Source: an optimization exercise on an open RTL-to-GDS flow (aim: small area and a short achievable clock period). Production flows keep margins and buffers that such runs may drop. RTL that was checked went through simulation tests only; none was proved equivalent to the original. The RTL of runs 2 to 5 was laid out without a check of its function. Power is estimated from default activity; no workload was simulated.

`flow/config.mk`:
```
export PLATFORM = sky130hd
export DESIGN_NAME = cpu_bus_tracer
export DESIGN_NICKNAME = cpu_bus_tracer
export VERILOG_FILES = /design/flow/design.v
export SDC_FILE = /design/flow/constraint.sdc
export NUM_CORES = 4
export LEC_CHECK = 0
export CAP_MARGIN = 20
export CORE_MARGIN = 2
export CORE_UTILIZATION = 55
export CTS_BUF_LIST = sky130_fd_sc_hd__clkbuf_8
export CTS_CLUSTER_DIAMETER = 50
export CTS_CLUSTER_SIZE = 16
export SETUP_SLACK_MARGIN = 3.3
export SLEW_MARGIN = 20
```
`flow/constraint.sdc`:
```
create_clock -name core_clock -period 6.0 [get_ports {clk_i}]
set_input_delay 1.2000 -clock core_clock [delete_from_list [all_inputs] [get_ports {clk_i}]]
set_output_delay 1.2000 -clock core_clock [all_outputs]
set_load 0.01 [all_outputs]
```
`flow/design.v`:
```
module cpu_bus_tracer #(
  parameter int unsigned ADDR_W    = 16,
  parameter int unsigned DATA_W    = 8,
  parameter int unsigned DEPTH     = 64,
  parameter int unsigned POST_TRIG = 16,
  parameter int unsigned WDOG_W    = 20
) (
  input  logic                       clk_i,
  input  logic                       rst_i,
  input  logic [ADDR_W-1:0]          bus_a_i,
  input  logic [DATA_W-1:0]          bus_din_i,
  input  logic [DATA_W-1:0]          bus_dout_i,
  input  logic                       bus_rd_i,
  input  logic                       bus_wr_i,
  input  logic                       bus_done_i,
  input  logic                       bus_fault_i,
  input  logic                       tr_ready_i,
  output logic                       tr_valid_o,
  output logic [ADDR_W+DATA_W:0]     tr_data_o,
  input  logic                       arm_i,
  input  logic [ADDR_W-1:0]          trig_addr_i,
  input  logic [ADDR_W-1:0]          trig_mask_i,
  input  logic [WDOG_W-1:0]          wdog_limit_i,
  output logic [1:0]                 state_o,
  output logic [2:0]                 cause_o,
  output logic [$clog2(DEPTH+1)-1:0] count_o,
  output logic                       wrapped_o
);
  localparam int unsigned PtrW = $clog2(DEPTH);
  localparam int unsigned CntW = $clog2(DEPTH + 1);
  localparam int unsigned EntW = 1 + ADDR_W + DATA_W;
  localparam logic [2:0] CauseNone  = 3'd0;
  localparam logic [2:0] CauseAddr  = 3'd1;
  localparam logic [2:0] CauseFault = 3'd2;
  localparam logic [2:0] CauseWdog  = 3'd3;
  localparam logic [2:0] CauseDone  = 3'd4;
  localparam logic [1:0] StIdle    = 2'd0;
  localparam logic [1:0] StArmed   = 2'd1;
  localparam logic [1:0] StPost    = 2'd2;
  localparam logic [1:0] StStopped = 2'd3;
  logic [1:0]          state_q, state_d;
  logic [2:0]          cause_q, cause_d;
  logic [CntW-1:0]     count_q, count_d;
  logic                wrapped_q, wrapped_d;
  logic [PtrW-1:0]     post_q, post_d;
  logic [WDOG_W-1:0]   wdog1_q, wdog1_d;   
  logic                rd_prev_q, wr_prev_q, fault_prev_q;
  logic                rd_pend_q, skid_vld_q;
  logic [ADDR_W-1:0]   addr_q;
  logic [DATA_W-1:0]   dout_q;
  logic                valid_q, valid_d;
  logic [EntW-1:0]     out_q, out_d;
  logic [EntW-1:0]     mem_q [0:DEPTH-1];
  logic                wr_edge, rd_edge_raw, rd_edge, any_edge, fault_edge;
  logic                capturing, stopped, cap_ok, commit, addr_match, pop, wdog_hit;
  logic                full, empty;
  logic [EntW-1:0]     commit_entry, rd_mem, oldest;
  logic [PtrW-1:0]     idx_q, idx_d;
  assign wr_edge     = bus_wr_i & ~wr_prev_q;
  assign rd_edge_raw = bus_rd_i & ~rd_prev_q;
  assign rd_edge     = rd_edge_raw & ~wr_edge;
  assign any_edge    = wr_edge | rd_edge_raw;
  assign fault_edge  = bus_fault_i & ~fault_prev_q;
  assign capturing   = state_q[0] ^ state_q[1];
  assign stopped     = state_q[0] & state_q[1];
  assign cap_ok      = capturing & ~arm_i;
  assign full        = (count_q == CntW'(DEPTH));
  assign empty       = (count_q == '0);
  assign commit      = cap_ok & (rd_pend_q | skid_vld_q | wr_edge);
  always_comb begin
    if (rd_pend_q)       commit_entry = {1'b0, addr_q, bus_din_i};
    else if (skid_vld_q) commit_entry = {1'b1, addr_q, dout_q};
    else                 commit_entry = {1'b1, bus_a_i, bus_dout_i};
  end
  logic match_q, match_in;
  assign match_q     = (((addr_q ^ trig_addr_i) & trig_mask_i) == '0);
  assign match_in    = (((bus_a_i ^ trig_addr_i) & trig_mask_i) == '0);
  assign addr_match  = (trig_mask_i != '0) && ((rd_pend_q | skid_vld_q) ? match_q : match_in);
  assign pop         = valid_q & tr_ready_i;
  always_comb begin
    rd_mem = '0;
    for (int i = 0; i < DEPTH; i++) begin
      if (idx_q == PtrW'(i)) rd_mem = rd_mem | mem_q[i];
    end
  end
  always_comb begin
    if (stopped)                oldest = rd_mem;
    else if (empty)             oldest = commit_entry;
    else if (full && commit)    oldest = mem_q[DEPTH-2];
    else                        oldest = rd_mem;
  end
  always_comb begin
    count_d   = count_q;
    wrapped_d = wrapped_q;
    if (arm_i) begin
      count_d   = '0;
      wrapped_d = 1'b0;
    end else if (commit) begin
      if (full) wrapped_d = 1'b1;
      else      count_d   = count_q + 1'b1;
    end else if (pop) begin
      count_d = count_q - 1'b1;
    end
  end
  always_comb begin
    state_d  = state_q;
    cause_d  = cause_q;
    post_d   = post_q;
    wdog1_d  = wdog1_q;
    wdog_hit = 1'b0;
    if (arm_i) begin
      state_d = StArmed;
      cause_d = CauseNone;
      post_d  = '0;
      wdog1_d = WDOG_W'(1);
    end else if (capturing) begin
      wdog1_d  = any_edge ? WDOG_W'(1) : wdog1_q + 1'b1;
      wdog_hit = !any_edge && (wdog_limit_i != '0) && (wdog1_q == wdog_limit_i);
      if (bus_done_i) begin
        state_d = StStopped;
        cause_d = CauseDone;
      end else if (state_q == StArmed && (fault_edge || (commit && addr_match))) begin
        cause_d = fault_edge ? CauseFault : CauseAddr;
        post_d  = PtrW'(POST_TRIG);
        state_d = (POST_TRIG == 0) ? StStopped : StPost;
      end else if (state_q == StArmed && wdog_hit) begin
        state_d = StStopped;
        cause_d = CauseWdog;
      end else if (state_q == StPost && commit) begin
        post_d = post_q - 1'b1;
        if (post_q <= PtrW'(1)) begin
          state_d = StStopped;
        end
      end
    end
  end
  assign valid_d = (state_d == StStopped) && (count_d != '0);
  logic [PtrW-1:0] cnt_p0, cnt_m1, cnt_m2, cnt_m3;
  logic            stop_d;
  assign cnt_p0 = PtrW'(count_q);
  assign cnt_m1 = PtrW'(count_q - CntW'(1));
  assign cnt_m2 = PtrW'(count_q - CntW'(2));
  assign cnt_m3 = PtrW'(count_q - CntW'(3));
  assign stop_d = (state_d == StStopped);
  always_comb begin
    if (commit && !full) idx_d = stop_d ? cnt_m1 : cnt_p0;
    else if (pop)        idx_d = cnt_m3;
    else                 idx_d = stop_d ? cnt_m2 : cnt_m1;
  end
  always_comb begin
    if (!valid_d)               out_d = '0;
    else if (valid_q && !pop)   out_d = out_q;
    else                        out_d = oldest;
  end
  always_ff @(posedge clk_i) begin
    if (rst_i) begin
      state_q      <= StIdle;
      cause_q      <= CauseNone;
      count_q      <= '0;
      wrapped_q    <= 1'b0;
      post_q       <= '0;
      wdog1_q      <= WDOG_W'(1);
      rd_prev_q    <= 1'b0;
      wr_prev_q    <= 1'b0;
      fault_prev_q <= 1'b0;
      rd_pend_q    <= 1'b0;
      skid_vld_q   <= 1'b0;
      valid_q      <= 1'b0;
      out_q        <= '0;
    end else begin
      state_q      <= state_d;
      cause_q      <= cause_d;
      count_q      <= count_d;
      wrapped_q    <= wrapped_d;
      post_q       <= post_d;
      wdog1_q      <= wdog1_d;
      rd_prev_q    <= bus_rd_i;
      wr_prev_q    <= bus_wr_i;
      fault_prev_q <= bus_fault_i;
      rd_pend_q    <= cap_ok & rd_edge;
      skid_vld_q   <= cap_ok & wr_edge & rd_pend_q;
      valid_q      <= valid_d;
      out_q        <= out_d;
    end
    idx_q <= idx_d;
  end
  always_ff @(posedge clk_i) begin
    addr_q <= bus_a_i;
    dout_q <= bus_dout_i;
  end
  always_ff @(posedge clk_i) begin
    if (commit) begin
      mem_q[0] <= commit_entry;
      for (int i = 1; i < DEPTH; i++) mem_q[i] <= mem_q[i-1];
    end
  end
  assign tr_valid_o = valid_q;
  assign tr_data_o  = out_q;
  assign state_o    = state_q;
  assign cause_o    = cause_q;
  assign count_o    = count_q;
  assign wrapped_o  = wrapped_q;
endmodule
```
`flow/flow/run.sh`:
```
#!/bin/bash
# The standard layout flow (standard.sh, unchanged synthesis), except that the port
# buffers are plain buf_2 cells instead of the default delay-buffer cell.
set -euo pipefail
export BUFFER_PORTS_ARGS="-buffer_cell sky130_fd_sc_hd__buf_2"
bash standard.sh finish > standard.log 2>&1
```
`flow/standard.sh`:
```
#!/bin/bash
# synth_recipe.tcl (not shown) runs the flow's synth.tcl, then flattens the netlist and writes it again
# the make line also repeats each setting of config.mk as NAME=value (left out here)
make -C /OpenROAD-flow-scripts/flow DESIGN_CONFIG=/design/flow/config.mk WORK_HOME=/design/flow/orfs CLKGATE_MAP_FILE= SYNTH_SCRIPT=/design/flow/synth_recipe.tcl "${@:-finish}"
```
==> run_results.csv, run 1 <==
group,metric,value,unit
run_status,status,"complete, no violations",
worst_setup_path,cp.required,6.82,ns
sta,setup_tns,0,ns
yosys,avgSynthCellArea,16.91,um2
yosys,seq_area_frac_synth,0.7966,
worst_setup_path,cpLargestDelayFamily,"simple AND/OR/NAND/NOR gates",
power,swShare,0.2392,
sta,hold_violations,0,
detailed_routing,via_per_inst,7.226,
cells_and_area,layout-drive-gt1-share,0.2120,
worst_setup_path,crit_top_cell,"nand4_1",
sta,worstMarginPinSlew,1.299,ns
floorplan,rows,123,
global_route,gr-total-overflow,0,
yosys,syn_nets,3820,
worst_hold_path,min-delay-path-class,"primary input to register",
worst_setup_path,worstPathCellList,"nand4bb_1, nor2_4, buf_4, a22oi_1, and4_1, nand4_1, nor4_1, nand4_1, nand3_1, a21oi_2",
yosys,yosysTopAreaCellShare,0.7648,
cts,tritoncts,"yes",
yosys,synthFlopType,"edfxtp_1",
cts,path_clk_slew,0.10,ns
power,pwr-share-clk,0.323,
sta,max_slew_margin,0.1284,
cells_and_area,fillerInstances,8041,
yosys,ys_ff_latch,1700,
cts,htreeDepth,4,
sta,finalMaxSlewViolations,0,
place,io_buffers,130,
worst_setup_path,arrival,3.79,ns
cts,clock_latency,0.90,ns
global_route,grt_pass1_vias,39530,
power,power_density,300.3,mW/mm2
global_route,grt_max_degree,171,
floorplan,die_h,342.0,um
detailed_routing,dr.pass1.iters,6,
sta,whs,0.4302,ns
run,cap_violations,0,
place,place_ws,1.071,ns
yosys,yosys.area.top_type,"edfxtp_1",
detailed_routing,first_iter_violations,7721,
detailed_routing,post-route-drc-count,0,
sta,min_period,2.970,ns
floorplan,dieArea,0.1169,mm2
cts,cts_hold_buf,0,
yosys,ys_warn_count,2,
worst_setup_path,end_kind,"register",
floorplan,fp.dieW,342.0,um
sta,rsz0062_at_grt,"yes",
yosys,synthTopCellsByCount,"edfxtp_1, a22oi_1, nand2_1",
sta,setup_viol,0,
detailed_routing,wl_per_cell,39.67,um
sta,fin_ws,3.030,ns
cts,cts-buffers-inserted,148,
power,power_frac_comb,0.052,
place,place.gp.congestion,0.9545,
yosys,yosysMostFrequentCell,"edfxtp_1",
detailed_routing,ant_nets,0,
yosys,synth_area_leaders,"edfxtp_1, a22oi_1, dfxtp_1",
floorplan,core_area,0.1130,mm2
power,power,0.02169,W
place,hpwlAfterDp,131000,um
worst_setup_path,crit_type,"register to register",
sta,fin_crit_sh,0.4950,
global_route,antenna_found_initial,10,
worst_setup_path,start_kind,"register",
power,ir_drop,0.0002395,V
yosys,syn-instance-count,3715,
yosys,async_flop_share,0,
power,internal-power,0.01650,W
yosys,synth_edf_count,1600,
detailed_routing,num_vias,41570,
sta,max_freq,0.3367,GHz
cts,clockBufferDepth,3,
worst_setup_path,worst-path-buf-inv,1,
floorplan,initial_utilization,0.5562,
floorplan,num_io_pins,131,
yosys,syn_area,0.06283,mm2
global_route,grt_pass1_wl,310600,um
cts,cts_root_buffer,"clkbuf_8",
power,leakage,23.83,nW
cells_and_area,area_growth,14.94,%
cts,clock-sinks,1700,
worst_setup_path,crit_slowest_cell,"buf_4",
sta,fin_skew,0.05835,ns
detailed_routing,wirelength,228200,um
worst_setup_path,cp_max_fo,17,
cells_and_area,fin_nets,4250,
global_route,grtUsageTotal,0.3877,
yosys,synth_cell_types,69,
power,pwr-share-seq,0.626,
power,p_sw,0.005187,W
worst_setup_path,max_stage_delay,0.54,ns
layer usage:
layer,up-vias,share of wire,track usage
met5,-,0.00042,0
met4,10,0.067,0.2055
met3,780,0.15,0.1137
met2,3825,0.43,0.5655
met1,20940,0.35,0.5314
li1,16010,-,-
cell usage in the layout, fill, tap and decap left out, drive strengths merged, types with 8 or more instances in the layout:
| cell type | Yosys | routed |
|---|---|---|
| clkinv | 0 | 33 |
| nand2 | 279 | 279 |
| nor2b | 9 | 9 |
| nand4 | 115 | 115 |
| mux2i | 14 | 14 |
| xnor2 | 17 | 17 |
| a21oi | 33 | 33 |
| mux2 | 17 | 17 |
| edfxtp | 1600 | 1600 |
| nand3 | 26 | 26 |
| dfxtp | 100 | 100 |
| o21ai | 33 | 33 |
| and3 | 14 | 14 |
| a22oi | 805 | 805 |
| clkbuf | 154 | 155 |
| ha | 13 | 13 |
| bufinv | 0 | 8 |
| buf | 21 | 442 |
| nor4 | 66 | 66 |
| nor3 | 38 | 38 |
| clkinvlp | 0 | 21 |
| xor2 | 66 | 66 |
| inv | 14 | 54 |
| nor2 | 158 | 158 |
cell families (layout without fill, tap and decap cells):
kind of cell             after synthesis  in the layout  share of synthesized area
flip-flops                          1700           1700                     0.7966
adder cells (fa/ha/maj)               13             13                   0.002589
other                                  0              6                          0
XOR/XNOR                              83             83                    0.01157
buffers and inverters                189            720                    0.01245
multiplexers                          32             32                   0.005696
AO/OA/AOI/OAI                        950            950                     0.1132
AND/OR/NAND/NOR                      748            748                    0.05789
power by group through the flow:
stage | sequential [W] | combinational (W) | clock, W
after floorplan | 0.0138 | 0.000519 | 0
after global placement | 0.0138 | 0.000929 | 0
after detailed placement | 0.0138 | 0.000945 | 0
after CTS | 0.0136 | 0.00106 | 0.00702
after global routing | 0.0136 | 0.00116 | 0.00745
final | 0.0136 | 0.00112 | 0.00700
worst reg2reg max path, stage by stage (launching register included):
cell and delay (ns):
dfxtp_4 0.51, nand4bb_1 0.46, nor2_4 0.30, buf_4 0.54, a22oi_1 0.21, and4_1 0.21
nand4_1 0.11, nor4_1 0.07, nand4_1 0.09, nand3_1 0.19, a21oi_2 0.22
through the flow:
step / utilization / cells / instance area (um2)
3_3_place_gp: 0.5851 / 5279 / 66100
6_report: 0.6393 / 5752 / 72210
3_5_place_dp: 0.5867 / 5286 / 66270
4_1_cts: 0.6358 / 5731 / 71820
2_1_floorplan: - / 3715 / 62890
5_1_grt: 0.6392 / 5748 / 72200
worst paths after layout:
check	start	to	slack, ns	cells past startpoint
hold reg to reg	mem_q[18][9]	mem_q[19][9]	0.44	0
setup reg to reg	idx_q[1]	out_q[13]	3.03	10
hold / removal	bus_dout_i[4]	dout_q[4]	0.43	1
setup / recovery	idx_q[1]	out_q[13]	3.03	10
repair_timing:
item / 4_1_cts / 5_1_grt
setup buffers: 180 / 14
pin swaps: 70 / 25
endpoints found under the hold margin: 0 / 0
setup endpoints to repair: 1539 / 757
cloned: 14 / 1
gates resized for setup: 169 / 50
layout make-up:
class / count / area (um2) / area share
sequential: 1700 / 50150 / 0.6944
multi-input combinational: 1826 / 12920 / 0.1789
timing repair buffer: 451 / 4180 / 0.05789
clock buffer: 153 / 2106 / 0.02916
tap: 1500 / 1877 / 0.02599
clock inverter: 98 / 865.8 / 0.01199
inverter: 14 / 68.82 / 0.0009529
timing repair inverter: 4 / 35.03 / 0.0004851
antenna: 6 / 15.01 / 0.0002079
registers in the layout, summed over array words and instances, names as in the netlist, 2 cells and up:
| signal | flops |
|---|---|
| mem_q | 1600 |
| state_q | 2 |
| addr_q | 16 |
| cause_q | 3 |
| wdog1_q | 20 |
| out_q | 25 |
| dout_q | 8 |
| idx_q | 6 |
| count_q | 7 |
| post_q | 6 |
==> run 2: changes to the inputs <==
--- a/flow/design.v
+++ b/flow/design.v
@@ -78,8 +78,13 @@
   assign addr_match  = (trig_mask_i != '0) && ((rd_pend_q | skid_vld_q) ? match_q : match_in);
   assign pop         = valid_q & tr_ready_i;
-  always_comb begin
+  logic [DEPTH:0]      idx_hot;
+  logic [DEPTH-1:0]    rd_sel;
+  always_comb begin
+    for (int i = 0; i < DEPTH; i++) idx_hot[i] = (idx_q == PtrW'(i));
+    idx_hot[DEPTH] = 1'b0;
+    for (int i = 0; i < DEPTH; i++) rd_sel[i] = stopped ? idx_hot[i+1] : idx_hot[i];
     rd_mem = '0;
     for (int i = 0; i < DEPTH; i++) begin
-      if (idx_q == PtrW'(i)) rd_mem = rd_mem | mem_q[i];
+      if (rd_sel[i]) rd_mem = rd_mem | mem_q[i];
     end
   end
@@ -136,15 +141,8 @@
   end
   assign valid_d = (state_d == StStopped) && (count_d != '0);
-  logic [PtrW-1:0] cnt_p0, cnt_m1, cnt_m2, cnt_m3;
-  logic            stop_d;
-  assign cnt_p0 = PtrW'(count_q);
-  assign cnt_m1 = PtrW'(count_q - CntW'(1));
-  assign cnt_m2 = PtrW'(count_q - CntW'(2));
-  assign cnt_m3 = PtrW'(count_q - CntW'(3));
-  assign stop_d = (state_d == StStopped);
-  always_comb begin
-    if (commit && !full) idx_d = stop_d ? cnt_m1 : cnt_p0;
-    else if (pop)        idx_d = cnt_m3;
-    else                 idx_d = stop_d ? cnt_m2 : cnt_m1;
+  always_comb begin
+    if (commit && !full) idx_d = PtrW'(count_q);
+    else if (pop)        idx_d = PtrW'(count_q - CntW'(2));
+    else                 idx_d = PtrW'(count_q - CntW'(1));
   end
   always_comb begin
==> flow/flow/run.sh (replaced) <==
#!/bin/bash
# The standard layout flow (standard.sh, unchanged synthesis), except that the port
# buffers are plain buf_4 cells instead of the default delay-buffer cell.
set -euo pipefail
export BUFFER_PORTS_ARGS="-buffer_cell sky130_fd_sc_hd__buf_4"
bash standard.sh finish > standard.log 2>&1
--- a/flow/config.mk
+++ b/flow/config.mk
@@ -9,7 +9,6 @@
 export CORE_MARGIN = 2
 export CORE_UTILIZATION = 55
-export CTS_BUF_LIST = sky130_fd_sc_hd__clkbuf_8
-export CTS_CLUSTER_DIAMETER = 50
-export CTS_CLUSTER_SIZE = 16
+export CTS_CLUSTER_DIAMETER = 70
+export CTS_CLUSTER_SIZE = 24
 export SETUP_SLACK_MARGIN = 3.3
 export SLEW_MARGIN = 20
==> run 2 against run 1 <==
  * Still clean
  * Sequential power is essentially flat
  * Non-clock buffer count is 279 higher
  * Die area up 3.1%
  * Routed wire length rose by 22%
  * Hold slack improved by 0.0022 ns
  * Worst setup slack worse by 0.27 ns
  * Core utilization rose by 4.2 points
  * Clock power grew 12%
  * Total power up 9.7%
  * First-iteration DRC count up 38%
  * Highest routed layer unchanged
==> run_results.csv, run 2 <==
group,metric,value,unit
run_status,status,"complete, no violations",
power,power_frac_comb,0.101,
power,power_density,299.6,mW/mm2
cts,tritoncts,"yes",
power,ir_drop,0.0002555,V
sta,max_freq,0.3088,GHz
detailed_routing,post-route-drc-count,0,
yosys,synth_edf_count,1600,
yosys,synthTopCellsByCount,"edfxtp_1, a22oi_1, nand2_1",
power,pwr-share-seq,0.570,
cells_and_area,fillerInstances,7582,
floorplan,core_area,0.1165,mm2
floorplan,initial_utilization,0.5560,
place,place.gp.congestion,1.021,
yosys,yosysTopAreaCellShare,0.7417,
cts,cts_root_buffer,"clkbuf_16",
cells_and_area,layout-drive-gt1-share,0.2749,
cells_and_area,layout_commonest_cell,"edfxtp_1",
cells_and_area,fin_nets,4583,
worst_setup_path,arrival,3.93,ns
cts,htreeDepth,3,
sta,rsz0062_at_grt,"yes",
yosys,yosysMostFrequentCell,"edfxtp_1",
floorplan,die_h,347.2,um
place,hpwlAfterDp,166200,um
cells_and_area,area_growth,22.54,%
floorplan,dieArea,0.1205,mm2
sta,min_period,3.238,ns
cells_and_area,top_regs,"mem_q x1600, out_q x25, wdog1_q x20",
floorplan,num_io_pins,131,
yosys,syn-instance-count,3853,
worst_setup_path,cp_max_fo,25,
cts,clock_latency,0.77,ns
cells_and_area,layout_common_cells,"edfxtp_1, buf_4, a22oi_1, nand2_1, buf_12",
worst_setup_path,cp.required,6.69,ns
sta,fin_skew,0.04445,ns
sta,worstMarginPinSlew,1.155,ns
cts,clockBufferDepth,3,
cts,path_clk_slew,0.10,ns
worst_setup_path,end_kind,"register",
power,p_sw,0.006172,W
global_route,grt_max_degree,194,
sta,max_slew_margin,0.2288,
cells_and_area,seq_area,0.05010,mm2
sta,setup_tns,0,ns
place,place_ws,1.151,ns
place,io_buffers,130,
global_route,grt_pass1_wl,363600,um
yosys,ys_ff_latch,1700,
cts,clock-sinks,1700,
sta,fin_crit_sh,0.5397,
power,swShare,0.2595,
global_route,gr-total-overflow,0,
worst_setup_path,crit_type,"register to register",
floorplan,fp.dieW,347.2,um
power,power,0.02378,W
run,cap_violations,0,
yosys,ys_warn_count,2,
cells_and_area,final_area,0.07938,mm2
yosys,synth_cell_types,98,
detailed_routing,wl_per_cell,45.75,um
detailed_routing,ant_nets,0,
sta,setup_viol,0,
detailed_routing,via_per_inst,7.602,
yosys,syn_nets,3957,
power,internal-power,0.01761,W
detailed_routing,dr.pass1.iters,8,
cells_and_area,multi_input_area,0.01562,mm2
yosys,seq_area_frac_synth,0.7726,
cells_and_area,largest_reg_flops,1600,
yosys,synth_area_leaders,"edfxtp_1, a22oi_1, dfxtp_1",
sta,fin_ws,2.762,ns
global_route,antenna_found_initial,32,
global_route,grt_pass1_vias,42550,
power,leakage,26.46,nW
detailed_routing,wirelength,279200,um
cells_and_area,regMostFlops,"mem_q",
power,pwr-share-clk,0.329,
floorplan,rows,125,
sta,hold_violations,0,
global_route,grtUsageTotal,0.4491,
cts,cts-buffers-inserted,99,
detailed_routing,num_vias,46390,
yosys,synthFlopType,"edfxtp_1",
yosys,async_flop_share,0,
detailed_routing,first_iter_violations,10690,
place,placed_cell_area,0.06890,mm2
worst_setup_path,start_kind,"register",
sta,finalMaxSlewViolations,0,
yosys,avgSynthCellArea,16.81,um2
yosys,yosys.area.top_type,"edfxtp_1",
sta,whs,0.4324,ns
cts,cts_hold_buf,0,
worst_hold_path,min-delay-path-class,"register to register",
yosys,syn_area,0.06478,mm2
[run 2: changes by cell type after synthesis, moves of 66 or more]
cell      previous run  this run
a221oi_1             6       105
a22o_1               7       100
a22oi_1            805       368
buf_2               15        88
clkbuf_1           154        88
nand2_1            278       173
[run 2: cells by family (layout without fill, tap and decap cells)]
group	count (synthesis)	count (layout)	share of synthesized area
other cells	0	16	0
mux	112	112	0.01821
compound gates	993	993	0.1202
fa+ha+maj	12	12	0.002318
xor+xnor	85	85	0.01178
flops	1700	1700	0.7726
buf+inv	228	937	0.01624
simple gates	723	723	0.05868
[run 2: final timing paths]
kind,start,endpoint,slack [ns],depth (start not counted)
hold / removal,mem_q[26][12],mem_q[27][12],0.43,0
hold reg to reg,mem_q[26][12],mem_q[27][12],0.43,0
setup reg to reg,idx_q[2],out_q[0],2.76,10
setup / recovery,idx_q[2],out_q[0],2.76,10
[run 2: power groups by stage]
| stage | registers [W] | logic [W] | clock network, W |
|---|---|---|---|
| 2_1_floorplan | 0.0137 | 0.000847 | 0 |
| 3_3_place_gp | 0.0138 | 0.00162 | 0 |
| 3_5_place_dp | 0.0138 | 0.00164 | 0 |
| 4_1_cts | 0.0135 | 0.00209 | 0.00779 |
| 5_1_grt | 0.0136 | 0.00239 | 0.00816 |
| 6_report | 0.0136 | 0.00241 | 0.00781 |
[run 2: stage by stage]
stage                     utilization  instances
after floorplan                     -       3853
final                          0.6813       6102
after detailed placement       0.5913       5494
after global routing           0.6809       6087
after CTS                      0.6649       5987
after global placement         0.5903       5488
[run 2: area by class of cell]
class | instances | share of cell area
clock inverters | 61 | 0.008244
flip-flops and latches | 1700 | 0.6311
well taps | 1524 | 0.02402
repair inverters | 3 | 0.0003310
clock buffers | 123 | 0.03392
multi-input cells | 1925 | 0.1967
repair buffers | 730 | 0.1037
inverters | 20 | 0.001434
diodes | 16 | 0.0005044
[run 2: repair_timing]
| item | in CTS | in global routing |
|---|---|---|
| buffers inserted | 294 | 87 |
| pin swaps | 123 | 110 |
| gates cloned | 15 | 12 |
| resized for setup | 433 | 174 |
| setup endpoints to repair | 1590 | 487 |
| hold endpoints to repair | 0 | 0 |
[run 2: critical path, cell delays in order, from the launching register on]
cell and delay, ns:
dfxtp_4 0.54, buf_12 0.28, nand3b_1 0.25, nor2_2 0.49, buf_4 0.42, nand3_1 0.12
nand3_1 0.14, a221oi_1 0.10, and3_1 0.29, a221o_1 0.37, a31oi_1 0.12
[run 2: per-layer routing]
metal | vias to the layer above | global-route usage | routed length, um
li1 | 17240 | - | -
met3 | 1192 | 0.1939 | 51810
met4 | 32 | 0.2624 | 22530
met5 | - | 0.02241 | 512
met1 | 22970 | 0.5900 | 91120
met2 | 4960 | 0.6200 | 113200
==> run 3: changes to the inputs <==
--- a/flow/design.v
+++ b/flow/design.v
@@ -56,5 +56,5 @@
   logic                full, empty;
   logic [EntW-1:0]     commit_entry, rd_mem, oldest;
-  logic [PtrW-1:0]     idx_q, idx_d;
+  logic [DEPTH-1:0]    sel_q, sel_d;   
   assign wr_edge     = bus_wr_i & ~wr_prev_q;
   assign rd_edge_raw = bus_rd_i & ~rd_prev_q;
@@ -78,13 +78,8 @@
   assign addr_match  = (trig_mask_i != '0) && ((rd_pend_q | skid_vld_q) ? match_q : match_in);
   assign pop         = valid_q & tr_ready_i;
-  logic [DEPTH:0]      idx_hot;
-  logic [DEPTH-1:0]    rd_sel;
-  always_comb begin
-    for (int i = 0; i < DEPTH; i++) idx_hot[i] = (idx_q == PtrW'(i));
-    idx_hot[DEPTH] = 1'b0;
-    for (int i = 0; i < DEPTH; i++) rd_sel[i] = stopped ? idx_hot[i+1] : idx_hot[i];
+  always_comb begin
     rd_mem = '0;
     for (int i = 0; i < DEPTH; i++) begin
-      if (rd_sel[i]) rd_mem = rd_mem | mem_q[i];
+      if (sel_q[i]) rd_mem = rd_mem | mem_q[i];
     end
   end
@@ -141,8 +136,15 @@
   end
   assign valid_d = (state_d == StStopped) && (count_d != '0);
-  always_comb begin
-    if (commit && !full) idx_d = PtrW'(count_q);
-    else if (pop)        idx_d = PtrW'(count_q - CntW'(2));
-    else                 idx_d = PtrW'(count_q - CntW'(1));
+  logic stop_d, up1, dn1;
+  assign stop_d = (state_d == StStopped);
+  assign up1    = commit && !full && !stop_d;
+  assign dn1    = pop || (stop_d && !stopped && !(commit && !full));
+  always_comb begin
+    if (arm_i) begin
+      sel_d = '0;
+      sel_d[DEPTH-1] = 1'b1;
+    end else if (up1) sel_d = {sel_q[DEPTH-2:0], sel_q[DEPTH-1]};
+    else if (dn1)     sel_d = {sel_q[0], sel_q[DEPTH-1:1]};
+    else              sel_d = sel_q;
   end
   always_comb begin
@@ -181,5 +183,5 @@
       out_q        <= out_d;
     end
-    idx_q <= idx_d;
+    sel_q <= sel_d;
   end
   always_ff @(posedge clk_i) begin
==> run 3 against run 2 <==
  * Clock power grew 0.9%
  * Core utilization is 5.6 points lower
  * Still clean on timing, DRC and antenna
  * Clock skew fell by 0.011 ns
==> run_results.csv, run 3 <==
group,metric,value,unit
run_status,status,"complete, no violations",
sta,max_freq,0.3087,GHz
global_route,gr-total-overflow,0,
worst_setup_path,cp_max_fo,5,
detailed_routing,num_vias,41830,
sta,rsz0062_at_grt,"yes",
sta,max_slew_margin,0.1609,
yosys,ys_warn_count,2,
cts,cts-buffers-inserted,100,
yosys,synthFlopType,"edfxtp_1",
detailed_routing,ant_nets,0,
sta,setup_viol,0,
worst_setup_path,max_stage_delay,0.46,ns
global_route,grt_pass1_vias,39330,
detailed_routing,post-route-drc-count,0,
yosys,syn_area,0.06458,mm2
floorplan,die_h,346.7,um
sta,hold_violations,0,
worst_hold_path,min-delay-path-class,"register to register",
power,leakage,23.22,nW
floorplan,rows,125,
cts,path_clk_slew,0.09,ns
cells_and_area,final_area,0.07277,mm2
yosys,ys_ff_latch,1758,
global_route,antenna_found_initial,12,
place,place.gp.congestion,0.9097,
power,ir_drop,0.0002338,V
worst_setup_path,end_kind,"register",
cells_and_area,layout_commonest_cell,"edfxtp_1",
cts,cts_root_buffer,"clkbuf_16",
worst_setup_path,cpLargestDelayFamily,"compound AO/OA/AOI/OAI gates",
sta,worstMarginPinSlew,1.259,ns
cells_and_area,layout_common_cells,"edfxtp_1, a22o_1, a221oi_1, buf_4, a22oi_1",
detailed_routing,wirelength,231700,um
cts,htreeDepth,3,
place,placed_cell_area,0.06744,mm2
worst_setup_path,crit_slowest_cell,"a222oi_1",
worst_setup_path,worst-path-buf-inv,6,
yosys,avgSynthCellArea,17.31,um2
cells_and_area,largest_reg_flops,1600,
sta,fin_skew,0.03361,ns
sta,finalMaxSlewViolations,0,
power,power_density,328.5,mW/mm2
yosys,async_flop_share,0,
cells_and_area,fin_nets,3993,
global_route,grt_pass1_wl,311700,um
cells_and_area,fin_util,0.6254,
sta,whs,0.4410,ns
place,hpwlAfterDp,129800,um
run,cap_violations,0,
yosys,yosysTopAreaCellShare,0.7440,
yosys,synthTopCellsByCount,"edfxtp_1, a22o_1, a221oi_1",
cells_and_area,layout-drive-gt1-share,0.1654,
worst_setup_path,cp.required,6.64,ns
cts,clock-sinks,1758,
yosys,yosysMostFrequentCell,"edfxtp_1",
place,placed_cells,5223,
cells_and_area,area_growth,12.69,%
cts,clockBufferDepth,3,
floorplan,fp.dieW,346.7,um
floorplan,initial_utilization,0.5550,
cells_and_area,finalNonFillerCells,5508,
yosys,synth_area_leaders,"edfxtp_1, dfxtp_1, a22o_1",
global_route,grt_max_degree,174,
detailed_routing,via_per_inst,7.595,
detailed_routing,first_iter_violations,8005,
yosys,yosys.area.top_type,"edfxtp_1",
sta,fin_crit_sh,0.5400,
yosys,synth_edf_count,1600,
sta,min_period,3.240,ns
yosys,synth_cell_types,60,
floorplan,num_io_pins,131,
place,io_buffers,130,
cts,cts_hold_buf,0,
yosys,seq_area_frac_synth,0.7930,
floorplan,dieArea,0.1202,mm2
worst_setup_path,crit_type,"primary input to register",
yosys,syn_nets,3832,
cts,tritoncts,"yes",
yosys,syn-instance-count,3731,
worst_setup_path,worstPathCellList,"buf_4, xor2_1, a222oi_1, and4b_4, a31oi_4, a32o_2, buf_6, buf_6, o21ai_4, buf_12, clkbuf_16, clkbuf_16, o21ai_1, a31oi_1",
worst_setup_path,start_kind,"primary input",
global_route,grtUsageTotal,0.3749,
detailed_routing,dr.pass1.iters,7,
worst_setup_path,arrival,3.88,ns
cells_and_area,regMostFlops,"mem_q",
cts,clock_latency,0.74,ns
detailed_routing,wl_per_cell,42.06,um
cells_and_area,top_regs,"mem_q x1600, sel_q x64, out_q x25",
floorplan,core_area,0.1164,mm2
-- run 3: kinds of logic after synthesis --
group           after synthesis  share of synthesized area
compound gates             1079                     0.1343
flops                      1758                     0.7930
xor+xnor                     73                   0.009901
buf+inv                     273                    0.01660
fa+ha+maj                     9                   0.001744
simple gates                512                    0.04001
mux                          27                   0.004495
-- run 3: layer usage --
metal  GRT usage  up-vias  routed length [um]  part of all wire
met1      0.5243    21100               80640              0.35
met4      0.1926        8               15420             0.067
met3     0.09418      852               35200              0.15
met5           0        -                  43           0.00019
met2      0.5500     3994              100400              0.43
li1            -    15880                   -                 -
-- run 3: per-stage QoR --
stage	setup slack (ns)	power, W	setup TNS, ns
after floorplan	-1.348	0.01511	-120.41
after global placement	1.328	0.01600	0
after detailed placement	1.213	0.01602	0
after CTS	2.827	0.02377	0
after global routing	2.703	0.02439	0
final	2.760	0.02391	0
-- run 3: cell type report --
class	count	area (um2)
clock buffers	131	2754
fillers	8355	43590
repair inverters	3	26.28
well taps	1524	1907
flip-flops and latches	1758	51310
multi-input cells	1703	12690
diodes	6	15.01
clock inverters	57	658.1
repair buffers	310	3332
inverters	16	81.33
-- run 3: final timing paths --
path,startpoint,endpoint,slack [ns],depth (start not counted)
worst max-delay path,trig_addr_i[11],sel_q[7],2.76,14
worst min-delay path,mem_q[38][6],mem_q[39][6],0.44,0
worst max register to register,state_q[0],sel_q[7],2.77,18
worst min register to register,mem_q[38][6],mem_q[39][6],0.44,0
-- run 3: where the power goes --
group          leakage, nW  internal [W]  switching [W]  total, W
Clock                 1.64       0.00354        0.00433   0.00788
Sequential            15.9        0.0137       0.000499    0.0142
Combinational         5.69      0.000631        0.00120   0.00183
-- run 3: worst reg2reg max path, cell delays in order, from the launching register on --
cell and delay (ns):
dfxtp_4 0.36, inv_2 0.04, ha_4 0.20, buf_8 0.12, a21oi_4 0.19, nand2_8 0.10
inv_16 0.09, and3_4 0.19, and4b_4 0.30, a31oi_4 0.07, a32o_2 0.33, buf_6 0.14
buf_6 0.11, o21ai_4 0.18, buf_12 0.15, clkbuf_16 0.15, clkbuf_16 0.16, o21ai_1 0.06
a31oi_1 0.21
-- run 3: what timing repair did --
item	in CTS	in global routing
gates cloned	19	18
pin swaps	26	37
buffers inserted	41	13
endpoints found under the setup margin	1605	985
gates resized for setup	96	73
==> run 4: changes to the inputs <==
--- a/flow/design.v
+++ b/flow/design.v
@@ -56,5 +56,5 @@
   logic                full, empty;
   logic [EntW-1:0]     commit_entry, rd_mem, oldest;
-  logic [DEPTH-1:0]    sel_q, sel_d;   
+  logic [PtrW-1:0]     idx_q, idx_d;
   assign wr_edge     = bus_wr_i & ~wr_prev_q;
   assign rd_edge_raw = bus_rd_i & ~rd_prev_q;
@@ -81,5 +81,5 @@
     rd_mem = '0;
     for (int i = 0; i < DEPTH; i++) begin
-      if (sel_q[i]) rd_mem = rd_mem | mem_q[i];
+      if (idx_q == PtrW'(i)) rd_mem = rd_mem | mem_q[i];
     end
   end
@@ -103,4 +103,19 @@
     end
   end
+  logic armed, in_post, pend_any, mask_nz, lim_nz, wdog_eq, post_last;
+  logic trig, wdog_stop, post_stop, stop_d;
+  assign armed     = (state_q == StArmed);
+  assign in_post   = (state_q == StPost);
+  assign pend_any  = rd_pend_q | skid_vld_q;
+  assign mask_nz   = (trig_mask_i != '0);
+  assign lim_nz    = (wdog_limit_i != '0);
+  assign wdog_eq   = (wdog1_q == wdog_limit_i);
+  assign post_last = (post_q <= PtrW'(1));
+  assign wdog_hit  = !any_edge && lim_nz && wdog_eq;
+  assign trig      = armed && (fault_edge || (commit && addr_match));
+  assign wdog_stop = armed && !any_edge && !fault_edge && lim_nz && wdog_eq &&
+                     !(pend_any && mask_nz && match_q);
+  assign post_stop = in_post && commit && post_last;
+  assign stop_d    = !arm_i && (stopped || (capturing && (bus_done_i || wdog_stop || post_stop)));
   always_comb begin
     state_d  = state_q;
@@ -108,5 +123,4 @@
     post_d   = post_q;
     wdog1_d  = wdog1_q;
-    wdog_hit = 1'b0;
     if (arm_i) begin
       state_d = StArmed;
@@ -116,18 +130,17 @@
     end else if (capturing) begin
       wdog1_d  = any_edge ? WDOG_W'(1) : wdog1_q + 1'b1;
-      wdog_hit = !any_edge && (wdog_limit_i != '0) && (wdog1_q == wdog_limit_i);
       if (bus_done_i) begin
         state_d = StStopped;
         cause_d = CauseDone;
-      end else if (state_q == StArmed && (fault_edge || (commit && addr_match))) begin
+      end else if (trig) begin
         cause_d = fault_edge ? CauseFault : CauseAddr;
         post_d  = PtrW'(POST_TRIG);
         state_d = (POST_TRIG == 0) ? StStopped : StPost;
-      end else if (state_q == StArmed && wdog_hit) begin
+      end else if (armed && wdog_hit) begin
         state_d = StStopped;
         cause_d = CauseWdog;
-      end else if (state_q == StPost && commit) begin
+      end else if (in_post && commit) begin
         post_d = post_q - 1'b1;
-        if (post_q <= PtrW'(1)) begin
+        if (post_last) begin
           state_d = StStopped;
         end
@@ -135,16 +148,16 @@
     end
   end
-  assign valid_d = (state_d == StStopped) && (count_d != '0);
-  logic stop_d, up1, dn1;
-  assign stop_d = (state_d == StStopped);
-  assign up1    = commit && !full && !stop_d;
-  assign dn1    = pop || (stop_d && !stopped && !(commit && !full));
-  always_comb begin
-    if (arm_i) begin
-      sel_d = '0;
-      sel_d[DEPTH-1] = 1'b1;
-    end else if (up1) sel_d = {sel_q[DEPTH-2:0], sel_q[DEPTH-1]};
-    else if (dn1)     sel_d = {sel_q[0], sel_q[DEPTH-1:1]};
-    else              sel_d = sel_q;
+  logic nz_d;
+  assign nz_d    = commit || (pop ? (count_q != CntW'(1)) : !empty);
+  assign valid_d = stop_d && nz_d;
+  logic [PtrW-1:0] cnt_p0, cnt_m1, cnt_m2, cnt_m3;
+  assign cnt_p0 = PtrW'(count_q);
+  assign cnt_m1 = PtrW'(count_q - CntW'(1));
+  assign cnt_m2 = PtrW'(count_q - CntW'(2));
+  assign cnt_m3 = PtrW'(count_q - CntW'(3));
+  always_comb begin
+    if (commit && !full) idx_d = stop_d ? cnt_m1 : cnt_p0;
+    else if (pop)        idx_d = cnt_m3;
+    else                 idx_d = stop_d ? cnt_m2 : cnt_m1;
   end
   always_comb begin
@@ -183,5 +196,5 @@
       out_q        <= out_d;
     end
-    sel_q <= sel_d;
+    idx_q <= idx_d;
   end
   always_ff @(posedge clk_i) begin
==> flow/flow/run.sh (replaced) <==
#!/bin/bash
# The standard layout flow (standard.sh, unchanged synthesis), except that the port
# buffers are plain buf_2 cells instead of the default delay-buffer cell.
set -euo pipefail
export BUFFER_PORTS_ARGS="-buffer_cell sky130_fd_sc_hd__buf_2"
bash standard.sh finish > standard.log 2>&1
--- a/flow/config.mk
+++ b/flow/config.mk
@@ -9,6 +9,7 @@
 export CORE_MARGIN = 2
 export CORE_UTILIZATION = 55
-export CTS_CLUSTER_DIAMETER = 70
-export CTS_CLUSTER_SIZE = 24
+export CTS_BUF_LIST = sky130_fd_sc_hd__clkbuf_8
+export CTS_CLUSTER_DIAMETER = 50
+export CTS_CLUSTER_SIZE = 16
 export SETUP_SLACK_MARGIN = 3.3
 export SLEW_MARGIN = 20
==> run 4 against run 3 <==
  * Register-to-register slack improved by 0.33 ns
  * Sequential power decreased by 4%
  * Worst setup slack improved by 0.34 ns
  * Still clean
  * Clock power decreased by 6.7%
  * Sequential share of layout area decreased by 3.1 points
==> run_results.csv, run 4 <==
group,metric,value,unit
sta,fin_ws,3.098,ns
yosys,synth_xor_area_frac,0.01149,
yosys,ys_warn_count,2,
detailed_routing,post-route-drc-count,0,
cells_and_area,largest_reg_flops,1600,
cts,clock-sinks,1700,
sta,setup_viol,0,
power,power_density,303.7,mW/mm2
run,cap_violations,0,
floorplan,rows,125,
yosys,ys_ff_latch,1700,
worst_hold_path,hp-start,"bus_dout_i[7]",
global_route,grt_max_degree,213,
floorplan,fp.dieW,345.1,um
detailed_routing,ant_nets,0,
cts,cts-buffers-inserted,151,
detailed_routing,wl_per_cell,42.74,um
worst_setup_path,cp_max_fo,30,
global_route,gr-total-overflow,0,
worst_setup_path,cp.required,6.85,ns
worst_setup_path,arrival,3.75,ns
global_route,grtUsageTotal,0.4143,
yosys,synth_area_leaders,"edfxtp_1, a22oi_1, dfxtp_1",
sta,worstMarginPinSlew,1.054,ns
cts,clockBufferDepth,3,
detailed_routing,dr.pass1.iters,6,
global_route,grt_pass1_wl,335100,um
yosys,async_flop_share,0,
yosys,synth_top_family_by_area,"compound AO/OA/AOI/OAI gates",
worst_hold_path,min_to,"dout_q[7]",
sta,hold_violations,0,
yosys,synthMuxAreaShare,0.004555,
worst_setup_path,r2r_end,"out_q[20]",
worst_setup_path,r2r_start,"idx_q[0]",
yosys,synth_compound_area_frac,0.1081,
floorplan,die_h,345.1,um
worst_setup_path,reg2reg_slack,3.10,ns
cells_and_area,fillerInstances,8243,
yosys,synthFlopType,"edfxtp_1",
yosys,syn_nets,3897,
worst_setup_path,end_kind,"register",
cells_and_area,fin_nets,4367,
yosys,syn-instance-count,3792,
yosys,avgSynthCellArea,16.88,um2
cells_and_area,top_regs,"mem_q x1600, out_q x25, wdog1_q x20",
worst_hold_path,min-delay-path-class,"primary input to register",
power,internal-power,0.01697,W
cells_and_area,layout_common_cells,"edfxtp_1, a22oi_1, buf_4, nand2_1, clkbuf_8",
power,pwr-share-clk,0.325,
cts,path_clk_slew,0.10,ns
worst_setup_path,crit_type,"register to register",
power,ir_drop,0.0002375,V
power,pwr-share-seq,0.600,
cells_and_area,area_growth,16.28,%
sta,fin_skew,0.05839,ns
detailed_routing,wirelength,252700,um
power,leakage,25.24,nW
floorplan,initial_utilization,0.5530,
power,swShare,0.2491,
global_route,grt_pass1_vias,40750,
floorplan,num_io_pins,131,
yosys,synth_fa_ha_area_frac,0.002541,
yosys,synthSimpleGateAreaFrac,0.07309,
sta,finalMaxSlewViolations,0,
cells_and_area,fin_util,0.6431,
cts,cts_root_buffer,"clkbuf_8",
power,power,0.02261,W
cells_and_area,layout_commonest_cell,"edfxtp_1",
place,io_buffers,130,
cells_and_area,regMostFlops,"mem_q",
run_status,status,"complete, no violations",
sta,rsz0062_at_grt,"yes",
yosys,yosysMostFrequentCell,"edfxtp_1",
detailed_routing,first_iter_violations,8770,
floorplan,core_area,0.1157,mm2
yosys,syn_area,0.06401,mm2
worst_setup_path,worst_r2r_path_depth,8,
cells_and_area,layout-drive-gt1-share,0.2434,
cts,tritoncts,"yes",
power,power_frac_comb,0.075,
cts,htreeDepth,4,
sta,min_period,2.902,ns
floorplan,dieArea,0.1191,mm2
detailed_routing,via_per_inst,7.406,
global_route,antenna_found_initial,15,
sta,max_freq,0.3446,GHz
sta,fin_crit_sh,0.4836,
yosys,yosys.area.top_type,"edfxtp_1",
worst_hold_path,hold_path_depth,1,
place,place_ws,1.502,ns
sta,max_slew_margin,0.2975,
yosys,seq_area_frac_synth,0.7819,
sta,setup_tns,0,ns
cts,clock_latency,0.94,ns
yosys,synthTopCellsByCount,"edfxtp_1, a22oi_1, nand2_1",
yosys,yosysTopAreaCellShare,0.7507,
detailed_routing,num_vias,43790,
place,hpwlAfterDp,134200,um
place,place.gp.congestion,0.9676,
yosys,synth_cell_types,87,
power,p_sw,0.005632,W
worst_setup_path,start_kind,"register",
yosys,synth_edf_count,1600,
run 4: cell type report:
cell class / instances / area (um2) / area share
antenna: 17 / 42.54 / 0.0005716
clock buffer: 156 / 2147 / 0.02885
clock inverter: 107 / 1028 / 0.01382
inverter: 14 / 81.33 / 0.001093
multi-input combinational: 1864 / 13910 / 0.1869
sequential: 1700 / 50130 / 0.6736
tap: 1524 / 1907 / 0.02562
timing repair buffer: 528 / 5151 / 0.06921
timing repair inverter: 3 / 26.28 / 0.0003530
run 4: power groups by stage:
stage / sequential [W] / combinational [W] / clock, W
CTS: 0.0135 / 0.00149 / 0.00736
detailed placement: 0.0138 / 0.00122 / 0
finish: 0.0136 / 0.00169 / 0.00735
floorplan: 0.0138 / 0.000666 / 0
global placement: 0.0138 / 0.00121 / 0
global route: 0.0136 / 0.00169 / 0.00778
run 4: metal layers:
layer	routed length, um	vias up	GRT usage
li1	-	16510	-
met1	83890	21890	0.5456
met2	105200	4480	0.5781
met3	45010	905	0.1657
met4	18560	4	0.2544
met5	26	-	0
run 4: worst max path at each step:
stage	startpoint	endpoint	slack [ns]	cells after the start
detailed placement	bus_wr_i	mem_q[32][22]	1.50	6
floorplan	arm_i	idx_q[3]	-0.90	9
CTS	idx_q[4]	out_q[20]	3.25	10
global route	idx_q[2]	out_q[20]	3.22	10
global placement	bus_wr_i	mem_q[8][22]	1.64	6
finish	idx_q[0]	out_q[20]	3.10	8
run 4: stage by stage:
step	cell area (um2)	hold slack [ns]	cells
after detailed placement	66480	0.4251	5311
after floorplan	64060	0.4174	3792
after global placement	66460	0.4195	5310
final	74430	0.3869	5913
after CTS	73120	0.3450	5840
after global routing	74390	0.3761	5897
run 4: worst max-delay path, stage by stage (launching register included):
cell and delay, ns:
dfxtp_4 0.52, nor2b_4 0.69, buf_6 0.46, and3_1 0.25, a2111oi_2 0.06, nand3_1 0.11, nor4_2 0.06, a31oi_2 0.40
o221a_2 0.26
run 4: kinds of logic after synthesis:
| kind of cell | Yosys count |
|---|---|
| flops | 1700 |
| compound gates | 909 |
| xor+xnor | 84 |
| simple gates | 810 |
| mux | 27 |
| fa+ha+maj | 13 |
| buf+inv | 249 |
run 4: what timing repair did:
action                                  in CTS  in global routing
resized for setup                          249                132
pin swaps                                   56                 51
endpoints found under the setup margin    1594                399
gates cloned                                29                  1
buffers inserted                           237                 55
hold buffers                                 0                  0
==> run 5: changes to the inputs <==
--- a/flow/design.v
+++ b/flow/design.v
@@ -56,5 +56,5 @@
   logic                full, empty;
   logic [EntW-1:0]     commit_entry, rd_mem, oldest;
-  logic [PtrW-1:0]     idx_q, idx_d;
+  logic [DEPTH-1:0]    sel_q, sel_d;   
   assign wr_edge     = bus_wr_i & ~wr_prev_q;
   assign rd_edge_raw = bus_rd_i & ~rd_prev_q;
@@ -78,8 +78,10 @@
   assign addr_match  = (trig_mask_i != '0) && ((rd_pend_q | skid_vld_q) ? match_q : match_in);
   assign pop         = valid_q & tr_ready_i;
-  always_comb begin
+  logic [DEPTH-1:0]    rd_sel;
+  always_comb begin
+    rd_sel = stopped ? {1'b0, sel_q[DEPTH-1:1]} : sel_q;
     rd_mem = '0;
     for (int i = 0; i < DEPTH; i++) begin
-      if (idx_q == PtrW'(i)) rd_mem = rd_mem | mem_q[i];
+      if (rd_sel[i]) rd_mem = rd_mem | mem_q[i];
     end
   end
@@ -151,13 +153,13 @@
   assign nz_d    = commit || (pop ? (count_q != CntW'(1)) : !empty);
   assign valid_d = stop_d && nz_d;
-  logic [PtrW-1:0] cnt_p0, cnt_m1, cnt_m2, cnt_m3;
-  assign cnt_p0 = PtrW'(count_q);
-  assign cnt_m1 = PtrW'(count_q - CntW'(1));
-  assign cnt_m2 = PtrW'(count_q - CntW'(2));
-  assign cnt_m3 = PtrW'(count_q - CntW'(3));
-  always_comb begin
-    if (commit && !full) idx_d = stop_d ? cnt_m1 : cnt_p0;
-    else if (pop)        idx_d = cnt_m3;
-    else                 idx_d = stop_d ? cnt_m2 : cnt_m1;
+  logic up1;
+  assign up1 = commit && !full;
+  always_comb begin
+    if (arm_i) begin
+      sel_d = '0;
+      sel_d[DEPTH-1] = 1'b1;
+    end else if (up1) sel_d = {sel_q[DEPTH-2:0], sel_q[DEPTH-1]};
+    else if (pop)     sel_d = {sel_q[0], sel_q[DEPTH-1:1]};
+    else              sel_d = sel_q;
   end
   always_comb begin
@@ -196,5 +198,5 @@
       out_q        <= out_d;
     end
-    idx_q <= idx_d;
+    sel_q <= sel_d;
   end
   always_ff @(posedge clk_i) begin
--- a/flow/config.mk
+++ b/flow/config.mk
@@ -8,5 +8,5 @@
 export CAP_MARGIN = 20
 export CORE_MARGIN = 2
-export CORE_UTILIZATION = 55
+export CORE_UTILIZATION = 50
 export CTS_BUF_LIST = sky130_fd_sc_hd__clkbuf_8
 export CTS_CLUSTER_DIAMETER = 50
==> run 5 against run 4 <==
  * Core utilization down 3.2 points
  * Count of clock-buffer cells in the layout up 11
  * Synthesized cell count up 0.69%
  * Hold slack worse by 0.061 ns
  * Die area up 13%
  * Critical path depth up 4
  * Total power up 9.2%
  * Via count up 6.3%
  * Critical endpoint is now out_q[17]
  * Largest cell class unchanged
==> run_results.csv, run 5 <==
group,metric,value,unit
run_status,status,"complete, no violations",
yosys,ys_warn_count,2,
floorplan,core_area,0.1310,mm2
cells_and_area,layout_common_cells,"edfxtp_1, a22oi_1, a22o_1, buf_4, clkbuf_8",
global_route,grt_pass1_wl,355200,um
yosys,yosys.area.top_type,"edfxtp_1",
cts,tritoncts,"yes",
yosys,synth_cell_types,61,
detailed_routing,via_per_inst,7.453,
detailed_routing,num_vias,46550,
detailed_routing,wirelength,274200,um
cts,clock_latency,1.00,ns
worst_setup_path,start_kind,"register",
place,hpwlAfterDp,129300,um
yosys,synthFlopType,"edfxtp_1",
sta,hold_violations,0,
detailed_routing,first_iter_violations,9379,
global_route,grt_max_degree,93,
worst_setup_path,cp_max_fo,22,
yosys,syn_area,0.06570,mm2
worst_setup_path,crit_type,"register to register",
power,ir_drop,0.0002731,V
global_route,antenna_found_initial,17,
cts,clockBufferDepth,3,
worst_setup_path,end_kind,"register",
cells_and_area,top_regs,"mem_q x1600, sel_q x64, out_q x25",
sta,setup_viol,0,
global_route,grtUsageTotal,0.3905,
detailed_routing,ant_nets,0,
detailed_routing,post-route-drc-count,0,
yosys,yosysTopAreaCellShare,0.7313,
cts,htreeDepth,4,
worst_setup_path,cp.required,6.83,ns
power,leakage,26.09,nW
yosys,avgSynthCellArea,17.21,um2
yosys,syn-instance-count,3818,
cells_and_area,fin_nets,4447,
power,power_density,308.5,mW/mm2
cells_and_area,area_growth,21.74,%
yosys,synthTopCellsByCount,"edfxtp_1, a22oi_1, a221oi_1",
floorplan,die_h,366.5,um
floorplan,dieArea,0.1343,mm2
detailed_routing,wl_per_cell,43.91,um
yosys,synth_edf_count,1600,
global_route,grt_pass1_vias,42210,
sta,max_slew_margin,0.2485,
cells_and_area,multi_input_area,0.01582,mm2
sta,max_freq,0.2929,GHz
place,placed_cells,5566,
yosys,yosysMostFrequentCell,"edfxtp_1",
cells_and_area,layout_commonest_cell,"edfxtp_1",
sta,worstMarginPinSlew,1.126,ns
cells_and_area,seq_area,0.05133,mm2
sta,finalMaxSlewViolations,0,
floorplan,rows,133,
place,place.gp.congestion,0.8939,
cts,clock-sinks,1758,
cells_and_area,fillerInstances,9477,
worst_setup_path,arrival,4.25,ns
global_route,gr-total-overflow,0,
place,io_buffers,130,
sta,fin_crit_sh,0.5691,
cts,path_clk_slew,0.10,ns
floorplan,num_io_pins,131,
yosys,syn_nets,3919,
sta,rsz0062_at_grt,"yes",
floorplan,initial_utilization,0.5016,
yosys,synth_area_leaders,"edfxtp_1, dfxtp_1, a22oi_1",
yosys,seq_area_frac_synth,0.7795,
cells_and_area,finalNonFillerCells,6245,
cells_and_area,regMostFlops,"mem_q",
worst_hold_path,min-delay-path-class,"primary input to register",
floorplan,fp.dieW,366.5,um
sta,min_period,3.415,ns
yosys,ys_ff_latch,1758,
sta,fin_skew,0.06479,ns
cells_and_area,fin_util,0.6107,
yosys,async_flop_share,0,
cts,cts-buffers-inserted,158,
cts,cts_root_buffer,"clkbuf_8",
detailed_routing,dr.pass1.iters,6,
run,cap_violations,0,
cells_and_area,largest_reg_flops,1600,
cells_and_area,layout-drive-gt1-share,0.2697,
-- run 5: cell count changes in the layout (fill, tap and decap cells not counted), sizes merged, moves of 85 or more --
| cell | change |
|---|---|
| a22o | +221 |
| a221oi | +237 |
| and2 | -85 |
| and3 | -144 |
| a22oi | -360 |
| mux2 | +111 |
-- run 5: worst max-delay path: stages (launching register included) --
cell	delay (ns)
dfxtp_4	0.36
ha_4	0.14
buf_12	0.12
buf_12	0.15
clkbuf_16	0.19
mux2_2	0.45
buf_12	0.20
a22oi_1	0.32
nand4_1	0.15
or4_4	0.42
or4_4	0.43
a21oi_2	0.13
nor3_1	0.06
-- run 5: repair_timing --
item | 4_1_cts | 5_1_grt
hold buffers | 0 | 0
endpoints found under the setup margin | 1672 | 733
setup buffers | 219 | 81
gates cloned | 63 | 12
gates resized for setup | 512 | 169
pin swaps | 53 | 65
hold endpoints to repair | 0 | 0
-- run 5: layout make-up --
cell class | instances | area share
clock buffers | 167 | 0.02874
multi-input cells | 1853 | 0.1977
repair buffers | 559 | 0.08816
flip-flops and latches | 1758 | 0.6418
diodes | 18 | 0.0005632
repair inverters | 3 | 0.0003285
inverters | 13 | 0.0009387
clock inverters | 119 | 0.01427
well taps | 1755 | 0.02746
-- run 5: kinds of logic (layout without fill, tap and decap cells) --
| family | count (synthesis) | in the layout | synth area share |
|---|---|---|---|
| adders and majority gates | 9 | 9 | 0.001714 |
| xor gates and xnor gates | 75 | 75 | 0.009998 |
| AOI/OAI and AO/OA | 1038 | 1038 | 0.1265 |
| other | 0 | 18 | 0 |
| buffers and inverters | 234 | 861 | 0.01569 |
| muxes | 112 | 138 | 0.02072 |
| and+or+nand+nor | 592 | 593 | 0.04588 |
| DFF | 1758 | 1758 | 0.7795 |
-- run 5: path summary, 6_finish.rpt --
kind	start	slack, ns	to	cells after the start
worst max-delay path	state_q[1]	2.59	out_q[17]	12
worst min-delay path	bus_dout_i[1]	0.33	dout_q[1]	1
worst max register to register	state_q[1]	2.59	out_q[17]	12
worst min register to register	mem_q[28][19]	0.42	mem_q[29][19]	0
-- run 5: metal layers --
layer	track usage	up-vias	share of wire
li1	-	17140	-
met1	0.5069	23100	0.32
met2	0.5312	5048	0.40
met3	0.1670	1241	0.19
met4	0.2589	18	0.084
met5	0.01887	-	0.0013
-- run 5: report_power, final --
part	total, W	leakage (nW)	switching, W	internal, W
combinational	0.00274	8.41	0.00175	0.000991
sequential	0.0140	15.9	0.000342	0.0137
clock	0.00790	1.80	0.00450	0.00340
-- run 5: metrics by stage --
stage	area [um2]	total power [W]	hold slack, ns	TNS, ns	worst slack (ns)
6_report	79980	0.02468	0.3261	0	2.585
5_1_grt	79940	0.02506	0.3272	0	2.612
4_1_cts	78050	0.02422	0.2816	0	2.734
3_5_place_dp	68400	0.01605	0.4326	0	1.559
3_3_place_gp	68400	0.01605	0.4282	0	1.591
2_1_floorplan	65750	0.01516	0.4219	-42.48	-1.551
==> run 6: changes to the inputs <==
--- a/flow/design.v
+++ b/flow/design.v
@@ -78,10 +78,8 @@
   assign addr_match  = (trig_mask_i != '0) && ((rd_pend_q | skid_vld_q) ? match_q : match_in);
   assign pop         = valid_q & tr_ready_i;
-  logic [DEPTH-1:0]    rd_sel;
-  always_comb begin
-    rd_sel = stopped ? {1'b0, sel_q[DEPTH-1:1]} : sel_q;
+  always_comb begin
     rd_mem = '0;
     for (int i = 0; i < DEPTH; i++) begin
-      if (rd_sel[i]) rd_mem = rd_mem | mem_q[i];
+      if (sel_q[i]) rd_mem = rd_mem | mem_q[i];
     end
   end
@@ -153,6 +151,7 @@
   assign nz_d    = commit || (pop ? (count_q != CntW'(1)) : !empty);
   assign valid_d = stop_d && nz_d;
-  logic up1;
-  assign up1 = commit && !full;
+  logic up1, dn1;
+  assign up1 = commit && !full && !stop_d;
+  assign dn1 = pop || (stop_d && !stopped && !(commit && !full));
   always_comb begin
     if (arm_i) begin
@@ -160,5 +159,5 @@
       sel_d[DEPTH-1] = 1'b1;
     end else if (up1) sel_d = {sel_q[DEPTH-2:0], sel_q[DEPTH-1]};
-    else if (pop)     sel_d = {sel_q[0], sel_q[DEPTH-1:1]};
+    else if (dn1)     sel_d = {sel_q[0], sel_q[DEPTH-1:1]};
     else              sel_d = sel_q;
   end
--- a/flow/config.mk
+++ b/flow/config.mk
@@ -8,8 +8,8 @@
 export CAP_MARGIN = 20
 export CORE_MARGIN = 2
-export CORE_UTILIZATION = 50
+export CORE_UTILIZATION = 55
 export CTS_BUF_LIST = sky130_fd_sc_hd__clkbuf_8
 export CTS_CLUSTER_DIAMETER = 50
 export CTS_CLUSTER_SIZE = 16
-export SETUP_SLACK_MARGIN = 3.3
+export SETUP_SLACK_MARGIN = 3.5
 export SLEW_MARGIN = 20
==> run 6 against run 5 <==
  * Final area shrank 5.4%
  * Final cell count down 9.3%
  * Die area decreased by 9.9%
  * Via count down 6.3%
  * Non-clock buffer count shrank 140
  * First-iteration DRC count decreased by 11%
  * Clock power shrank 9.4%
  * Total power fell by 6.6%
  * Hold slack improved by 0.10 ns
  * Critical path type unchanged
  * Highest routed layer unchanged
==> run_results.csv, run 6 <==
group,metric,value,unit
floorplan,num_io_pins,131,
sta,fin_crit_sh,0.4491,
detailed_routing,post-route-drc-count,0,
cts,path_clk_slew,0.10,ns
power,swShare,0.2578,
global_route,grt_max_degree,96,
sta,min_period,2.695,ns
cts,clock_latency,0.93,ns
global_route,gr-total-overflow,0,
power,internal-power,0.01710,W
place,placed_cell_area,0.06751,mm2
floorplan,initial_utilization,0.5528,
cells_and_area,fin_nets,4115,
detailed_routing,dr.pass1.iters,9,
yosys,synthTopCellsByCount,"edfxtp_1, a221oi_1, a22o_1",
cells_and_area,fin_util,0.6431,
yosys,async_flop_share,0,
yosys,ys_ff_latch,1758,
sta,max_freq,0.3711,GHz
yosys,syn-instance-count,3704,
power,power_frac_comb,0.081,
yosys,avgSynthCellArea,17.55,um2
yosys,synth_cell_types,59,
cells_and_area,regMostFlops,"mem_q",
cells_and_area,top_regs,"mem_q x1600, sel_q x64, out_q x25",
cells_and_area,layout-drive-gt1-share,0.2372,
cells_and_area,largest_reg_flops,1600,
floorplan,fp.dieW,347.8,um
power,p_sw,0.005939,W
floorplan,core_area,0.1176,mm2
place,place.gp.congestion,0.9544,
sta,finalMaxSlewViolations,0,
global_route,busiest_layer,"met2",
worst_setup_path,arrival,3.49,ns
yosys,synthFlopType,"edfxtp_1",
worst_setup_path,cp_max_fo,8,
cells_and_area,fillerInstances,8100,
yosys,yosysMostFrequentCell,"edfxtp_1",
detailed_routing,wl_per_cell,43.12,um
worst_setup_path,worstPathCellList,"buf_6, ha_4, nor2_4, o31ai_4, bufinv_16, buf_6, a31oi_4, buf_12, o211ai_1, buf_4, buf_12, clkbuf_16, a311oi_2",
worst_setup_path,end_kind,"register",
worst_setup_path,crit_slowest_cell,"dfxtp_4",
cts,tritoncts,"yes",
yosys,seq_area_frac_synth,0.7877,
detailed_routing,num_vias,43600,
power,pwr-share-clk,0.311,
cells_and_area,layout_common_cells,"edfxtp_1, a22o_1, a221oi_1, clkbuf_8, buf_4",
sta,fin_skew,0.06225,ns
yosys,syn_area,0.06501,mm2
cts,cts-buffers-inserted,155,
detailed_routing,wirelength,244400,um
sta,max_slew_margin,0.3014,
global_route,gr-usage-met1,0.5282,
sta,rsz0062_at_grt,"yes",
detailed_routing,ant_nets,0,
cells_and_area,seq_area,0.05153,mm2
power,ir_drop,0.0002301,V
global_route,grtUsageMet2,0.5740,
yosys,yosysTopAreaCellShare,0.7391,
detailed_routing,via_per_inst,7.693,
yosys,ys_warn_count,2,
power,pwr-share-seq,0.608,
floorplan,dieArea,0.1210,mm2
run,cap_violations,0,
cts,clockBufferDepth,3,
power,power_density,304.6,mW/mm2
worst_setup_path,crit_type,"register to register",
detailed_routing,first_iter_violations,8332,
yosys,yosys.area.top_type,"edfxtp_1",
run_status,status,"complete, no violations",
cts,clock-sinks,1758,
yosys,synth_edf_count,1600,
cts,htreeDepth,4,
sta,worstMarginPinSlew,1.048,ns
global_route,gr-usage-met3,0.1264,
power,leakage,24.08,nW
cts,cts_root_buffer,"clkbuf_8",
place,io_buffers,130,
sta,setup_viol,0,
worst_setup_path,cp.required,6.79,ns
global_route,grtUsageTotal,0.3884,
global_route,antenna_found_initial,9,
cells_and_area,final_area,0.07564,mm2
cells_and_area,area_growth,16.34,%
sta,hold_violations,0,
cells_and_area,multi_input_area,0.01390,mm2
global_route,grt_pass1_vias,40720,
yosys,synth_area_leaders,"edfxtp_1, a221oi_1, a22o_1",
floorplan,rows,126,
yosys,syn_nets,3805,
worst_setup_path,start_kind,"register",
global_route,grt_pass1_wl,323900,um
floorplan,die_h,347.8,um
worst_setup_path,max_stage_delay,0.38,ns
worst_hold_path,min-delay-path-class,"primary input to register",
place,hpwlAfterDp,131500,um
cells_and_area,layout_commonest_cell,"edfxtp_1",
==> run 6: cell count changes after synthesis, moves of 45 or more <==
| cell | delta |
|---|---|
| buf_1 | +45 |
| o21ai_1 | +49 |
| a221oi_1 | +167 |
| buf_2 | -58 |
| a22oi_1 | -322 |
| nand3_1 | -95 |
| o211ai_1 | +84 |
| clkbuf_1 | +66 |
| a22o_1 | +175 |
| mux2_2 | -56 |
| nand2_1 | -56 |
==> run 6: cells by family (layout without fill, tap and decap cells) <==
kind of cell	after synthesis	count (layout)	synth area share
flops	1758	1758	0.7877
simple gates	412	413	0.03345
xor+xnor	74	74	0.009970
buf+inv	284	697	0.01757
other cells	0	8	0
compound gates	1140	1145	0.1451
mux	27	27	0.004465
fa+ha+maj	9	9	0.001732
==> run 6: layout make-up <==
type	count	area share
flip-flops and latches	1758	0.6813
multi-input cells	1668	0.1838
repair buffers	419	0.06816
clock buffers	162	0.02948
well taps	1536	0.02541
clock inverters	104	0.01042
inverters	10	0.0008933
diodes	8	0.0002647
repair inverters	2	0.0002316
==> run 6: repair_timing <==
item / CTS / global route
pin swaps: 38 / 82
buffers inserted: 84 / 59
gates cloned: 30 / 29
endpoints found under the setup margin: 1706 / 961
hold buffers: 0 / 0
resized for setup: 357 / 261
==> run 6: final timing paths <==
kind / to / slack (ns) / cells past startpoint / from
setup reg to reg: sel_q[6] / 3.31 / 13 / state_q[1]
hold reg to reg: mem_q[15][24] / 0.43 / 0 / mem_q[14][24]
setup / recovery: sel_q[6] / 3.31 / 13 / state_q[1]
hold / removal: dout_q[7] / 0.43 / 1 / bus_dout_i[7]
==> run 6: per-layer routing <==
metal | up-vias | wire (um)
met4 | 8 | 15880
met1 | 21950 | 83050
met5 | - | 55
li1 | 16360 | -
met3 | 980 | 40950
met2 | 4306 | 104400
==> run 6: power groups by stage <==
stage	Combinational, W	Clock (W)	Sequential (W)
final	0.00185	0.00716	0.0140
after detailed placement	0.00131	0	0.0144
after CTS	0.00155	0.00719	0.0140
after global routing	0.00188	0.00764	0.0140
after global placement	0.00130	0	0.0143
after floorplan	0.000800	0	0.0141
==> run 6: worst max-delay path, delay by kind of cell (launching register included) <==
kind	cells	cell delay, ns
buffers and inverters	7	1.17
AOI/OAI and AO/OA	4	0.70
DFF	1	0.38
adders and majority gates	1	0.28
and+or+nand+nor	1	0.05
==> run 6: stage by stage <==
step	setup TNS (ns)	worst slack [ns]	cells	hold slack, ns	power [W]
after floorplan	-19.45	-0.7207	3704	0.4267	0.01494
after global placement	0	1.573	5190	0.4301	0.01564
final	0	3.305	5667	0.4263	0.02304
after global routing	0	3.237	5661	0.3928	0.02355
after CTS	0	3.354	5571	0.3765	0.02278
after detailed placement	0	1.448	5191	0.4341	0.01567

what the ideal ports hide:
How much do the figures lean on ideal ports? The routed layouts below were timed once more, with nothing changed but the port constraints.
Step 1 assumes that a clkbuf_16 drives the clock port and a buf_2 every other input.
Step 2 also shifts input and output timing later by t, the mid clock arrival at the registers, as if the neighbouring blocks saw the same clock.
Slacks: no drivers / after step 1 / after step 2; pairs: no drivers / after step 1.
| run | t (ns) | setup slack, ns |
|---|---|---|
| run 1 | 0.954 | 3.030 / 3.030 / 2.154 |
| run 2 | 0.824 | 2.762 / 2.762 / 2.265 |
| run 3 | 0.795 | 2.760 / 2.771 / 2.012 |
| run 4 | 0.984 | 3.098 / 3.098 / 2.443 |
| run 5 | 1.039 | 2.585 / 2.585 / 2.261 |
| run 6 | 0.974 | 3.305 / 3.303 / 2.377 |
After both steps setup and hold are still met in every run listed.
